Source: an optimization exercise on an open RTL-to-GDS flow (aim: small area, a short achievable clock period and few clock cycles). Production flows keep margins and buffers that such runs may drop.
Function was checked by simulation only, so behaviour that the tests miss may differ from the original.

v6:
## cubic_segment_current_profile_top
module cubic_segment_current_profile_top #(
   parameter logic [7:0]  DIV_REGS = 8'b1111_1111
) (
   input  logic         clock,
   input  logic         reset,
   input  logic         req_valid,
   output logic         req_stall,
   input  logic [17:0]  req_data,
   output logic         rsp_valid,
   input  logic         rsp_stall,
   output logic [16:0]  rsp_data,
   input  logic         csr_wr_en,
   input  logic [2:0]   csr_index,
   input  logic [63:0]  csr_wdata
);
Size in the first run: roughly 11,000 cells after synthesis, roughly 110 I/O pins, about 100,000 µm² of cells after synthesis.
Settings: LEC_CHECK=0, CAP_MARGIN=20, CORE_MARGIN=2, CORE_UTILIZATION=40, SETUP_SLACK_MARGIN=5, SLEW_MARGIN=20; clock period 9.0 ns.
run.sh (not shown) runs the stock make flow with config.mk's settings and CLKGATE_MAP_FILE= SYNTH_SCRIPT=/design/flow/synth_recipe.tcl, a recipe that flattens the netlist after the stock synthesis.
Testbench counts of v6, summed over its fixed seeds: cycles 4,480.
Changes in v7 relative to v6:
--- a/flow/config.mk
+++ b/flow/config.mk
@@ -9,3 +9,3 @@
 export CORE_MARGIN = 2
-export CORE_UTILIZATION = 40
+export CORE_UTILIZATION = 60
 export SETUP_SLACK_MARGIN = 5
--- outcome ---
All of v6 and v7 finish clean. | design area | v7 vs v6 | better |. Against v6, v7 comes in 0.03 ns lower on clock latency on the worst-skew pair. Share of cells above drive strength 1 for v7 is lower than for v6. Summary of v7 over v6: post-route core utilization increased 24 points; maximum number of pins on one net before global-route repair rose 32; number of cells after detailed placement lower.

build 79:
Another version of the RTL of cubic_segment_current_profile_top (not shown whole).
For scale: about 11000 cells after synthesis, roughly 1000 flip-flops, roughly 110 I/O pins, ~0.10 mm2 of cells after synthesis.
clock: 9.0 ns
lec_check: 0
cap_margin: 20
core_margin: 2
core_utilization: 60
cts_cluster_size: 20
setup_slack_margin: 5
slew_margin: 20
tns_end_percent: 5
Testbench counts of build 79, summed over its fixed seeds: cycles 4,480.
--- input diff build 79..build 38 ---
diff --git a/flow/config.mk b/flow/config.mk
--- a/flow/config.mk
+++ b/flow/config.mk
@@ -9,6 +9,4 @@
 export CORE_MARGIN = 2
-export CORE_UTILIZATION = 60
-export CTS_CLUSTER_SIZE = 20
-export SETUP_SLACK_MARGIN = 5
+export CORE_UTILIZATION = 40
+export SETUP_SLACK_MARGIN = 4.0
 export SLEW_MARGIN = 20
-export TNS_END_PERCENT = 5
==> comparison <==
Build 38: worst setup slack before clock tree synthesis is 170 ps lower than what build 79 reported.
The lower utilization after layout of build 38 and build 79 is in build 38.
Build 79 -> build 38: final-report setup violation count flat
Via count of the first global-routing pass sits lower in build 38 than in build 79.
Relative to build 79, buffering overhead has gone down in build 38.
Changes in build 63 relative to build 38:
diff --git a/flow/config.mk b/flow/config.mk
--- a/flow/config.mk
+++ b/flow/config.mk
@@ -9,4 +9,5 @@
 export CORE_MARGIN = 2
-export CORE_UTILIZATION = 40
-export SETUP_SLACK_MARGIN = 4.0
+export CORE_UTILIZATION = 65
+export SETUP_SLACK_MARGIN = 5
 export SLEW_MARGIN = 20
+export TNS_END_PERCENT = 2
### Flow results
- Going from build 38 to build 63, detail-routed via count per cell grew by more than 10%.
- Build 63 reports a lower critical path data required time than build 38 does.
- In the flow results for build 38 and build 63, the worst setup slack after placement is larger on build 63.
- In build 63 the worst-case setup margin in the final layout turned out 610 ps higher than in build 38.
- Build 63: full flow OK, the timing, design-rule and antenna checks passed
Here is what was changed in the inputs of build 16 compared with build 63.
diff --git a/flow/config.mk b/flow/config.mk
--- a/flow/config.mk
+++ b/flow/config.mk
@@ -9,5 +9,5 @@
 export CORE_MARGIN = 2
-export CORE_UTILIZATION = 65
+export CORE_UTILIZATION = 60
 export SETUP_SLACK_MARGIN = 5
 export SLEW_MARGIN = 20
-export TNS_END_PERCENT = 2
+export TNS_END_PERCENT = 1
Notes after the runs:
Taking build 63 as the reference, in build 16 flip-flop and latch count stayed essentially flat; post-detailed-route via-to-cell ratio fell by about 3%; multi-input combinational gate total stayed essentially flat. Note that the tapcell count recorded for build 63 amounts to 0.927 times the value seen in build 16. Compared with build 63, in build 16 count of clock-net buffers in the final layout climbed 3; die area moved up; global-route usage lower.
For build 72, these inputs were changed with respect to build 16:
diff --git a/flow/config.mk b/flow/config.mk
--- a/flow/config.mk
+++ b/flow/config.mk
@@ -12,2 +12,2 @@
 export SLEW_MARGIN = 20
-export TNS_END_PERCENT = 1
+export TNS_END_PERCENT = 5
Findings:
- Build 72: no failed stages, no open violations at the end
- Global placer's final weighted congestion (build 72 vs. build 16) decreases by a few percent
- Met3 demand-to-capacity share in global routing, build 16 and build 72: larger value in build 72
- Build 72 against build 16: worst hold slack across all endpoints saw an increase, post-placement cell count held steady, time the worst path needs with I/O delays and setup lower.
- Relative to build 16, build 72 degrades via count of the routed design.
- The higher post-cts repair resize count of build 16 and build 72 is in build 72.
- Build 16 → build 72: setup slack on the worst flop-to-flop path closely matched the old numbers; synthesis-to-layout area growth moved up.

Another version of the RTL of cubic_segment_current_profile_top (not shown whole).
Size in the first run: about 970 flip-flops, roughly 110 I/O pins.
export LEC_CHECK = 0
export CAP_MARGIN = 20
export CORE_MARGIN = 2
export CORE_UTILIZATION = 40
export SETUP_SLACK_MARGIN = 2.5
export SLEW_MARGIN = 20
create_clock -name core_clock -period 9.0 [get_ports {clock}]
The baseline ran to the end with no violations.
Testbench counts at the start, summed over its fixed seeds: cycles 4,480.
Then changed:
SETUP_SLACK_MARGIN = 4.2   (was 2.5)
Result: The new run ran to the end with no violations. Synthesized cell count does not change. Routed wire length stays flat. Die area does not change. Count of clock-buffer cells in the layout is higher by 1. Worst setup slack is better by 1.1 ns. Non-clock buffer count goes up by 99.

static timing again, ports no longer ideal:
In the flow no input, the clock included, has a driving cell. The finished layouts below were timed again as built, in two steps. Step 1: set_driving_cell puts a clkbuf_16 on clock and a buf_2 on each other input, an assumption about the parent block. Step 2 adds t to the input delays and takes it off the output delays; t is the mean of the earliest and latest rising clock arrival at the registers after step 1. Input paths then give back, and output paths get back, about the clock's delay inside the block. Three values: no drivers, after step 1, after step 2; two values: the first two.
run	shift t [ns]	slack for setup (ns)	worst hold slack (ns)	slew at the worst register clock pin (ns)
v6	0.914	4.153 / 4.153 / 4.153	0.378 / 0.378 / 0.378	0.07 / 0.07
v7	0.880	4.251 / 4.251 / 4.251	0.393 / 0.393 / 0.393	0.07 / 0.07
build 79	0.861	4.703 / 4.703 / 4.543	0.418 / 0.418 / 0.418	0.08 / 0.08
build 38	0.907	4.127 / 4.070 / 4.127	0.408 / 0.408 / 0.408	0.07 / 0.07
build 63	0.849	4.733 / 4.733 / 4.317	0.398 / 0.398 / 0.398	0.07 / 0.07
build 16	0.872	4.703 / 4.703 / 4.224	0.413 / 0.413 / 0.413	0.07 / 0.07
build 72	0.866	4.716 / 4.716 / 4.512	0.418 / 0.418 / 0.418	0.07 / 0.07
the first run of note 3	0.909	2.958 / 2.958 / 2.958	0.383 / 0.383 / 0.383	0.08 / 0.08
the second run of note 3	0.891	4.082 / 4.082 / 4.082	0.392 / 0.392 / 0.392	0.07 / 0.07
After both steps setup and hold are still met in every run listed. For build 16, which loses most, drivers alone change the setup slack by 0.000 ns; drivers and shift together by -0.479 ns.
